This design comes from an exercise in tuning for small area, a short achievable clock period and few clock cycles per item on the open sky130 flow, not from production work.
RTL that was checked went through simulation tests only; none was proved equivalent to the original.
No activity file was given, so power comes from the tool's default toggle rates.

## red
==> flow/design.v <==
package kom_pkg;
	localparam int CAPACITY = 16;
	localparam int SLOT_W   = $clog2(CAPACITY);
	localparam int CNT_W    = $clog2(CAPACITY + 1);
	localparam int KEY_W    = 16;
	localparam int STAT_W   = 3;
	localparam logic [1:0] MODE_INSERT = 2'd0;
	localparam logic [1:0] MODE_REMOVE = 2'd1;
	localparam logic [1:0] MODE_LEADER = 2'd2;
	localparam logic [1:0] MODE_LOOKUP = 2'd3;
	localparam logic [STAT_W-1:0] STAT_OK     = 3'd0;
	localparam logic [STAT_W-1:0] STAT_DUP    = 3'd1;
	localparam logic [STAT_W-1:0] STAT_ABSENT = 3'd2;
	localparam logic [STAT_W-1:0] STAT_EMPTY  = 3'd3;
	localparam logic [STAT_W-1:0] STAT_FULL   = 3'd4;
endpackage
module kom_ctrl (
	input  logic                      clk,
	input  logic                      arst_n,
	input  logic                      in_valid,
	output logic                      in_ready,
	input  logic [1:0]                mode,
	input  logic [kom_pkg::KEY_W-1:0] member_id,
	input  logic                      exec,
	output logic                      b_valid,
	output logic [1:0]                b_mode,
	output logic [kom_pkg::KEY_W-1:0] b_key
);
	localparam int KEY_W = kom_pkg::KEY_W;
	logic             b_v_q;
	logic [1:0]       b_mode_q;
	logic [KEY_W-1:0] b_key_q;
	logic             s_v_q;
	logic [1:0]       s_mode_q;
	logic [KEY_W-1:0] s_key_q;
	logic acc;
	logic b_take;
	assign in_ready = !s_v_q;
	assign acc      = in_valid && !s_v_q;
	assign b_take   = !b_v_q || exec;
	always_ff @(posedge clk or negedge arst_n) begin
		if (!arst_n) begin
			b_v_q <= 1'b0;
			s_v_q <= 1'b0;
		end else begin
			if (b_take) begin
				b_v_q <= s_v_q || acc;
				s_v_q <= 1'b0;
			end else if (acc) begin
				s_v_q <= 1'b1;
			end
		end
	end
	always_ff @(posedge clk) begin
		if (b_take) begin
			if (s_v_q) begin
				b_mode_q <= s_mode_q;
				b_key_q  <= s_key_q;
			end else begin
				b_mode_q <= mode;
				b_key_q  <= member_id;
			end
		end
		if (!s_v_q) begin
			s_mode_q <= mode;
			s_key_q  <= member_id;
		end
	end
	assign b_valid = b_v_q;
	assign b_mode  = b_mode_q;
	assign b_key   = b_key_q;
endmodule
module kom_dp (
	input  logic                       clk,
	input  logic                       arst_n,
	input  logic                       b_valid,
	input  logic [1:0]                 b_mode,
	input  logic [kom_pkg::KEY_W-1:0]  b_key,
	output logic                       exec,
	output logic                       out_valid,
	input  logic                       out_ready,
	output logic [kom_pkg::STAT_W-1:0] status,
	output logic                       leader_valid,
	output logic [kom_pkg::KEY_W-1:0]  leader_id,
	output logic [kom_pkg::CNT_W-1:0]  group_size
);
	localparam int CAPACITY = kom_pkg::CAPACITY;
	localparam int CNT_W = kom_pkg::CNT_W;
	localparam int KEY_W = kom_pkg::KEY_W;
	localparam int STAT_W = kom_pkg::STAT_W;
	logic [KEY_W-1:0]    key_q [CAPACITY];
	logic [CAPACITY-1:0] v_q;
	logic [CNT_W-1:0]    cnt_q;
	logic [STAT_W-1:0]   status_q;
	logic                out_valid_q;
	logic [CAPACITY-1:0] hit;
	logic [CAPACITY-1:0] at_or_above;
	logic [CAPACITY-1:0] shift;
	logic [CAPACITY-1:0] load;
	logic                found;
	logic                is_ins, is_rem, is_ldr;
	logic                grow, shrink;
	logic [STAT_W-1:0]   dec_status;
	assign exec = b_valid && (!out_valid_q || out_ready);
	always_comb begin
		for (int i = 0; i < CAPACITY; i++) begin
			hit[i] = v_q[i] && (key_q[i] == b_key);
		end
		at_or_above[0] = hit[0];
		for (int i = 1; i < CAPACITY; i++) begin
			at_or_above[i] = at_or_above[i-1] || hit[i];
		end
	end
	assign found  = |hit;
	assign is_ins = (b_mode == kom_pkg::MODE_INSERT);
	assign is_rem = (b_mode == kom_pkg::MODE_REMOVE);
	assign is_ldr = (b_mode == kom_pkg::MODE_LEADER);
	assign grow   = is_ins && !found && !v_q[CAPACITY-1];
	assign shrink = (is_rem && found) || (is_ldr && v_q[0]);
	always_comb begin
		for (int i = 0; i < CAPACITY; i++) begin
			shift[i] = exec && ((is_rem && at_or_above[i]) || is_ldr);
			load[i]  = exec && is_ins && !found && !v_q[i] && ((i == 0) || v_q[(i == 0) ? 0 : i-1]);
		end
	end
	always_comb begin
		dec_status = kom_pkg::STAT_OK;
		case (b_mode)
			kom_pkg::MODE_INSERT: begin
				if (found) dec_status = kom_pkg::STAT_DUP;
				else if (v_q[CAPACITY-1]) dec_status = kom_pkg::STAT_FULL;
			end
			kom_pkg::MODE_REMOVE: if (!found) dec_status = kom_pkg::STAT_ABSENT;
			kom_pkg::MODE_LEADER: if (!v_q[0]) dec_status = kom_pkg::STAT_EMPTY;
			default:              if (!found) dec_status = kom_pkg::STAT_ABSENT;
		endcase
	end
	always_ff @(posedge clk or negedge arst_n) begin
		if (!arst_n) begin
			key_q[0] <= '0;
		end else if (load[0]) begin
			key_q[0] <= b_key;
		end else if (shift[0]) begin
			key_q[0] <= key_q[1] & {KEY_W{v_q[1]}};
		end
	end
	for (genvar i = 1; i < CAPACITY; i++) begin : g_slot
		always_ff @(posedge clk) begin
			if (load[i]) begin
				key_q[i] <= b_key;
			end else if (shift[i]) begin
				key_q[i] <= (i == CAPACITY - 1) ? key_q[i] : key_q[(i == CAPACITY - 1) ? i : i+1];
			end
		end
	end
	always_ff @(posedge clk or negedge arst_n) begin
		if (!arst_n) begin
			v_q         <= '0;
			cnt_q       <= '0;
			out_valid_q <= 1'b0;
		end else begin
			for (int i = 0; i < CAPACITY; i++) begin
				if (load[i]) begin
					v_q[i] <= 1'b1;
				end else if (shift[i]) begin
					v_q[i] <= (i == CAPACITY - 1) ? 1'b0 : v_q[(i == CAPACITY - 1) ? i : i+1];
				end
			end
			if (exec && grow) begin
				cnt_q <= cnt_q + 1'b1;
			end else if (exec && shrink) begin
				cnt_q <= cnt_q - 1'b1;
			end
			if (exec) begin
				out_valid_q <= 1'b1;
			end else if (out_ready) begin
				out_valid_q <= 1'b0;
			end
		end
	end
	always_ff @(posedge clk) begin
		if (exec) begin
			status_q <= dec_status;
		end
	end
	assign out_valid    = out_valid_q;
	assign status       = status_q;
	assign leader_valid = v_q[0];
	assign leader_id    = key_q[0];
	assign group_size   = cnt_q;
endmodule
module keyed_ordered_member_list_top (
	input  logic                       clk,
	input  logic                       arst_n,
	input  logic                       in_valid,
	output logic                       in_ready,
	input  logic [1:0]                 mode,
	input  logic [kom_pkg::KEY_W-1:0]  member_id,
	output logic                       out_valid,
	input  logic                       out_ready,
	output logic [kom_pkg::STAT_W-1:0] status,
	output logic                       leader_valid,
	output logic [kom_pkg::KEY_W-1:0]  leader_id,
	output logic [kom_pkg::CNT_W-1:0]  group_size
);
	logic                      exec;
	logic                      b_valid;
	logic [1:0]                b_mode;
	logic [kom_pkg::KEY_W-1:0] b_key;
	kom_ctrl u_ctrl (
		.clk       (clk),
		.arst_n    (arst_n),
		.in_valid  (in_valid),
		.in_ready  (in_ready),
		.mode      (mode),
		.member_id (member_id),
		.exec      (exec),
		.b_valid   (b_valid),
		.b_mode    (b_mode),
		.b_key     (b_key)
	);
	kom_dp u_dp (
		.clk          (clk),
		.arst_n       (arst_n),
		.b_valid      (b_valid),
		.b_mode       (b_mode),
		.b_key        (b_key),
		.exec         (exec),
		.out_valid    (out_valid),
		.out_ready    (out_ready),
		.status       (status),
		.leader_valid (leader_valid),
		.leader_id    (leader_id),
		.group_size   (group_size)
	);
endmodule
Settings: LEC_CHECK=0, CAP_MARGIN=20, CORE_MARGIN=2, CORE_UTILIZATION=40, SLEW_MARGIN=20; clock period 10.0 ns.
run.sh (not shown) runs the stock make flow with config.mk's settings and CLKGATE_MAP_FILE= SYNTH_SCRIPT=/design/flow/synth_recipe.tcl, a recipe that flattens the netlist after the stock synthesis.
Testbench counts of red, summed over its fixed seeds: cycles 24,016, items 24,000.
The following lists how purple was set up differently from red:
--- a/flow/design.v
+++ b/flow/design.v
@@ -123,6 +123,14 @@
 			load[i]  = exec && is_ins && !found && !v_q[i] && ((i == 0) || v_q[(i == 0) ? 0 : i-1]);
 		end
 	end
+	logic [CNT_W-1:0] cnt_up, cnt_dn, cnt_d;
+	logic             do_grow, do_shrink;
+	assign cnt_up    = cnt_q + 1'b1;
+	assign cnt_dn    = cnt_q - 1'b1;
+	assign do_grow   = exec && grow;
+	assign do_shrink = exec && shrink;
+	assign cnt_d     = ({CNT_W{do_grow}} & cnt_up) | ({CNT_W{do_shrink}} & cnt_dn) |
+	                   ({CNT_W{!do_grow && !do_shrink}} & cnt_q);
 	always_comb begin
 		dec_status = kom_pkg::STAT_OK;
 		case (b_mode)
@@ -135,22 +143,28 @@
 			default:              if (!found) dec_status = kom_pkg::STAT_ABSENT;
 		endcase
 	end
+	logic [KEY_W-1:0] key_d [CAPACITY];
+	always_comb begin
+		for (int i = 0; i < CAPACITY; i++) begin
+			key_d[i] = ({KEY_W{!(load[i] || shift[i])}} & key_q[i]) |
+			           ({KEY_W{load[i]}} & b_key);
+			if (i == 0) begin
+				key_d[i] = key_d[i] | ({KEY_W{shift[i] && v_q[1]}} & key_q[1]);
+			end else if (i < CAPACITY - 1) begin
+				key_d[i] = key_d[i] | ({KEY_W{shift[i]}} & key_q[(i < CAPACITY - 1) ? i+1 : i]);
+			end
+		end
+	end
 	always_ff @(posedge clk or negedge arst_n) begin
 		if (!arst_n) begin
 			key_q[0] <= '0;
-		end else if (load[0]) begin
-			key_q[0] <= b_key;
-		end else if (shift[0]) begin
-			key_q[0] <= key_q[1] & {KEY_W{v_q[1]}};
+		end else begin
+			key_q[0] <= key_d[0];
 		end
 	end
 	for (genvar i = 1; i < CAPACITY; i++) begin : g_slot
 		always_ff @(posedge clk) begin
-			if (load[i]) begin
-				key_q[i] <= b_key;
-			end else if (shift[i]) begin
-				key_q[i] <= (i == CAPACITY - 1) ? key_q[i] : key_q[(i == CAPACITY - 1) ? i : i+1];
-			end
+			key_q[i] <= key_d[i];
 		end
 	end
 	always_ff @(posedge clk or negedge arst_n) begin
@@ -166,11 +180,7 @@
 					v_q[i] <= (i == CAPACITY - 1) ? 1'b0 : v_q[(i == CAPACITY - 1) ? i : i+1];
 				end
 			end
-			if (exec && grow) begin
-				cnt_q <= cnt_q + 1'b1;
-			end else if (exec && shrink) begin
-				cnt_q <= cnt_q - 1'b1;
-			end
+			cnt_q <= cnt_d;
 			if (exec) begin
 				out_valid_q <= 1'b1;
 			end else if (out_ready) begin
[summary]
Most common cell after layout, fill and taps aside = sky130_fd_sc_hd__dfxtp_1: purple; most common cell after layout, fill and taps aside = sky130_fd_sc_hd__edfxtp_1: red
Between purple and red, share of final layout cell area taken by clock buffers and inverters is lower for red, purple comes in above that.
Delta (purple minus red): routed wire length now larger, layout-stage area growth over the synthesis result moved up, standby leakage power picked up an extra about 25%, overall routing resource usage went up.
Number of non-filler instances in the completed layout for purple is higher than for red.
Comparing purple and red, the lower part of the power in the clock network is on purple.
Compared purple vs red, and sum of net half-perimeters after detailed placement is up in purple.
There was hardly any difference in initial standard-cell utilization of the core between red and purple.
No functional check of the RTL was part of purple.

---

Another version of the RTL of keyed_ordered_member_list_top (not shown whole).
For scale: about 1,500 cells after synthesis, roughly 49 I/O pins.
==> module kom_dp, before the edit <==
module kom_dp (
	input  logic                       clk,
	input  logic                       arst_n,
	input  logic                       b_valid,
	input  logic [1:0]                 b_mode,
	input  logic [kom_pkg::KEY_W-1:0]  b_key,
	output logic                       exec,
	output logic                       out_valid,
	input  logic                       out_ready,
	output logic [kom_pkg::STAT_W-1:0] status,
	output logic                       leader_valid,
	output logic [kom_pkg::KEY_W-1:0]  leader_id,
	output logic [kom_pkg::CNT_W-1:0]  group_size
);
	localparam int CAPACITY = kom_pkg::CAPACITY;
	localparam int CNT_W = kom_pkg::CNT_W;
	localparam int KEY_W = kom_pkg::KEY_W;
	localparam int STAT_W = kom_pkg::STAT_W;
	logic [KEY_W-1:0]    key_q [CAPACITY];
	logic [CAPACITY-1:0] v_q;
	logic                lv_q;
	logic [CNT_W-1:0]    cnt_q;
	logic [STAT_W-1:0]   status_q;
	logic                out_valid_q;
	logic [CAPACITY-1:0] hit;
	logic [CAPACITY-1:0] at_or_above;
	logic [CAPACITY-1:0] shift;
	logic [CAPACITY-1:0] load;
	logic                found;
	logic                is_ins, is_rem, is_ldr;
	logic                grow, shrink;
	logic [STAT_W-1:0]   dec_status;
	assign exec = b_valid && (!out_valid_q || out_ready);
	always_comb begin
		for (int i = 0; i < CAPACITY; i++) begin
			v_q[i] = (cnt_q > CNT_W'(i));
		end
	end
	always_comb begin
		for (int i = 0; i < CAPACITY; i++) begin
			hit[i] = v_q[i] && (key_q[i] == b_key);
		end
		at_or_above[0] = hit[0];
		for (int i = 1; i < CAPACITY; i++) begin
			at_or_above[i] = at_or_above[i-1] || hit[i];
		end
	end
	assign found  = |hit;
	assign is_ins = (b_mode == kom_pkg::MODE_INSERT);
	assign is_rem = (b_mode == kom_pkg::MODE_REMOVE);
	assign is_ldr = (b_mode == kom_pkg::MODE_LEADER);
	assign grow   = is_ins && !found && !v_q[CAPACITY-1];
	assign shrink = (is_rem && found) || (is_ldr && v_q[0]);
	always_comb begin
		for (int i = 0; i < CAPACITY; i++) begin
			shift[i] = exec && ((is_rem && at_or_above[i]) || is_ldr);
			load[i]  = exec && is_ins && !found && !v_q[i] && ((i == 0) || v_q[(i == 0) ? 0 : i-1]);
		end
	end
	logic [CNT_W-1:0] cnt_up, cnt_dn, cnt_d;
	logic             do_grow, do_shrink;
	assign cnt_up    = cnt_q + 1'b1;
	assign cnt_dn    = cnt_q - 1'b1;
	assign do_grow   = exec && grow;
	assign do_shrink = exec && shrink;
	assign cnt_d     = ({CNT_W{do_grow}} & cnt_up) | ({CNT_W{do_shrink}} & cnt_dn) |
	                   ({CNT_W{!do_grow && !do_shrink}} & cnt_q);
	always_comb begin
		dec_status = kom_pkg::STAT_OK;
		case (b_mode)
			kom_pkg::MODE_INSERT: begin
				if (found) dec_status = kom_pkg::STAT_DUP;
				else if (v_q[CAPACITY-1]) dec_status = kom_pkg::STAT_FULL;
			end
			kom_pkg::MODE_REMOVE: if (!found) dec_status = kom_pkg::STAT_ABSENT;
			kom_pkg::MODE_LEADER: if (!v_q[0]) dec_status = kom_pkg::STAT_EMPTY;
			default:              if (!found) dec_status = kom_pkg::STAT_ABSENT;
		endcase
	end
	logic [KEY_W-1:0] key_d [CAPACITY];
	always_comb begin
		for (int i = 0; i < CAPACITY; i++) begin
			key_d[i] = ({KEY_W{!(load[i] || shift[i])}} & key_q[i]) |
			           ({KEY_W{load[i]}} & b_key);
			if (i == 0) begin
				key_d[i] = key_d[i] | ({KEY_W{shift[i] && v_q[1]}} & key_q[1]);
			end else if (i < CAPACITY - 1) begin
				key_d[i] = key_d[i] | ({KEY_W{shift[i]}} & key_q[(i < CAPACITY - 1) ? i+1 : i]);
			end
		end
	end
	always_ff @(posedge clk or negedge arst_n) begin
		if (!arst_n) begin
			key_q[0] <= '0;
		end else begin
			key_q[0] <= key_d[0];
		end
	end
	for (genvar i = 1; i < CAPACITY; i++) begin : g_slot
		always_ff @(posedge clk) begin
			key_q[i] <= key_d[i];
		end
	end
	always_ff @(posedge clk or negedge arst_n) begin
		if (!arst_n) begin
			lv_q        <= 1'b0;
			cnt_q       <= '0;
			out_valid_q <= 1'b0;
		end else begin
			lv_q <= cnt_d != '0;
			cnt_q <= cnt_d;
			if (exec) begin
				out_valid_q <= 1'b1;
			end else if (out_ready) begin
				out_valid_q <= 1'b0;
			end
		end
	end
	always_ff @(posedge clk) begin
		if (exec) begin
			status_q <= dec_status;
		end
	end
	assign out_valid    = out_valid_q;
	assign status       = status_q;
	assign leader_valid = lv_q;
	assign leader_id    = key_q[0];
	assign group_size   = cnt_q;
endmodule
export LEC_CHECK = 0
export CAP_MARGIN = 20
export CORE_MARGIN = 2
export CORE_UTILIZATION = 40
export SLEW_MARGIN = 20
create_clock -name core_clock -period 10.0 [get_ports {clk}]
standard.sh (not shown) runs the stock make flow with config.mk's settings and CLKGATE_MAP_FILE= SYNTH_SCRIPT=/design/flow/synth_recipe.tcl, a recipe that flattens the netlist after the stock synthesis.
==> flow/flow/run.sh <==
#!/bin/bash
# The standard layout, with two changes to how it is optimised:
# - the setup repair aims 7 ns below the clock period, at the worst path only
#   (TNS_END_PERCENT 0), so it keeps sizing the path that sets the period;
# - the port buffers are buf_4 rather than the delay-cell buffers that
#   buffer_ports picks on its own.
set -euo pipefail
bash standard.sh SETUP_SLACK_MARGIN=7 TNS_END_PERCENT=0 \
	'BUFFER_PORTS_ARGS=-buffer_cell sky130_fd_sc_hd__buf_4' finish > standard_flow.log 2>&1
Testbench counts at the start, summed over its fixed seeds: cycles 24,016, items 24,000.
Then changed:
--- a/flow/design.v
+++ b/flow/design.v
@@ -89,9 +89,8 @@
 	localparam int KEY_W = kom_pkg::KEY_W;
 	localparam int STAT_W = kom_pkg::STAT_W;
 	logic [KEY_W-1:0]    key_q [CAPACITY];
 	logic [CAPACITY-1:0] v_q;
-	logic                lv_q;
 	logic [CNT_W-1:0]    cnt_q;
 	logic [STAT_W-1:0]   status_q;
 	logic                out_valid_q;
 	logic [CAPACITY-1:0] hit;
@@ -104,13 +103,8 @@
 	logic [STAT_W-1:0]   dec_status;
 	assign exec = b_valid && (!out_valid_q || out_ready);
 	always_comb begin
 		for (int i = 0; i < CAPACITY; i++) begin
-			v_q[i] = (cnt_q > CNT_W'(i));
-		end
-	end
-	always_comb begin
-		for (int i = 0; i < CAPACITY; i++) begin
 			hit[i] = v_q[i] && (key_q[i] == b_key);
 		end
 		at_or_above[0] = hit[0];
 		for (int i = 1; i < CAPACITY; i++) begin
@@ -174,13 +168,19 @@
 		end
 	end
 	always_ff @(posedge clk or negedge arst_n) begin
 		if (!arst_n) begin
-			lv_q        <= 1'b0;
+			v_q         <= '0;
 			cnt_q       <= '0;
 			out_valid_q <= 1'b0;
 		end else begin
-			lv_q <= cnt_d != '0;
+			for (int i = 0; i < CAPACITY; i++) begin
+				if (load[i]) begin
+					v_q[i] <= 1'b1;
+				end else if (shift[i]) begin
+					v_q[i] <= (i == CAPACITY - 1) ? 1'b0 : v_q[(i == CAPACITY - 1) ? i : i+1];
+				end
+			end
 			cnt_q <= cnt_d;
 			if (exec) begin
 				out_valid_q <= 1'b1;
 			end else if (out_ready) begin
@@ -194,9 +194,9 @@
 		end
 	end
 	assign out_valid    = out_valid_q;
 	assign status       = status_q;
-	assign leader_valid = lv_q;
+	assign leader_valid = v_q[0];
 	assign leader_id    = key_q[0];
 	assign group_size   = cnt_q;
 endmodule
 module keyed_ordered_member_list_top (
Sequential power went up by 14%.
Utilization went up by 2.5 points.
Worst setup slack gains 0.17 ns.
Global-route usage went up by 2.3 points.
Clock power went up by about 10%.
Routed wire length went up by 19%.
Only the layout flow was run in the second run of this note; the RTL was not checked for function there.

-- what the ideal ports hide --
How much do the figures lean on ideal ports? The routed layouts below were timed once more, with nothing changed but the port constraints. Step 1 (the two cells are an assumption about what drives the block):
set clk [get_ports {clk}]
set_driving_cell -lib_cell sky130_fd_sc_hd__clkbuf_16 $clk
set_driving_cell -lib_cell sky130_fd_sc_hd__buf_2 [delete_from_list [all_inputs] $clk]
Step 2 also shifts input and output timing later by t, the mid clock arrival at the registers, as if the neighbouring blocks saw the same clock. a / b / c = no drivers / after step 1 / after step 2; a / b = the first two.
| run | shift t [ns] | setup slack, ns | worst slew at a driven data input, ns |
|---|---|---|---|
| red | 0.575 | 5.206 / 5.237 / 4.662 | 0.03 |
| purple | 0.593 | 5.081 / 5.081 / 4.685 | 0.04 |
| the first run of note 2 | 0.567 | 6.444 / 6.471 / 5.904 | 0.03 |
| the second run of note 2 | 0.581 | 6.618 / 6.633 / 6.053 | 0.04 |
After both steps every run listed still meets setup and hold. For the second run of note 2, which loses most, drivers alone change the setup slack by +0.015 ns; drivers and shift together by -0.565 ns.
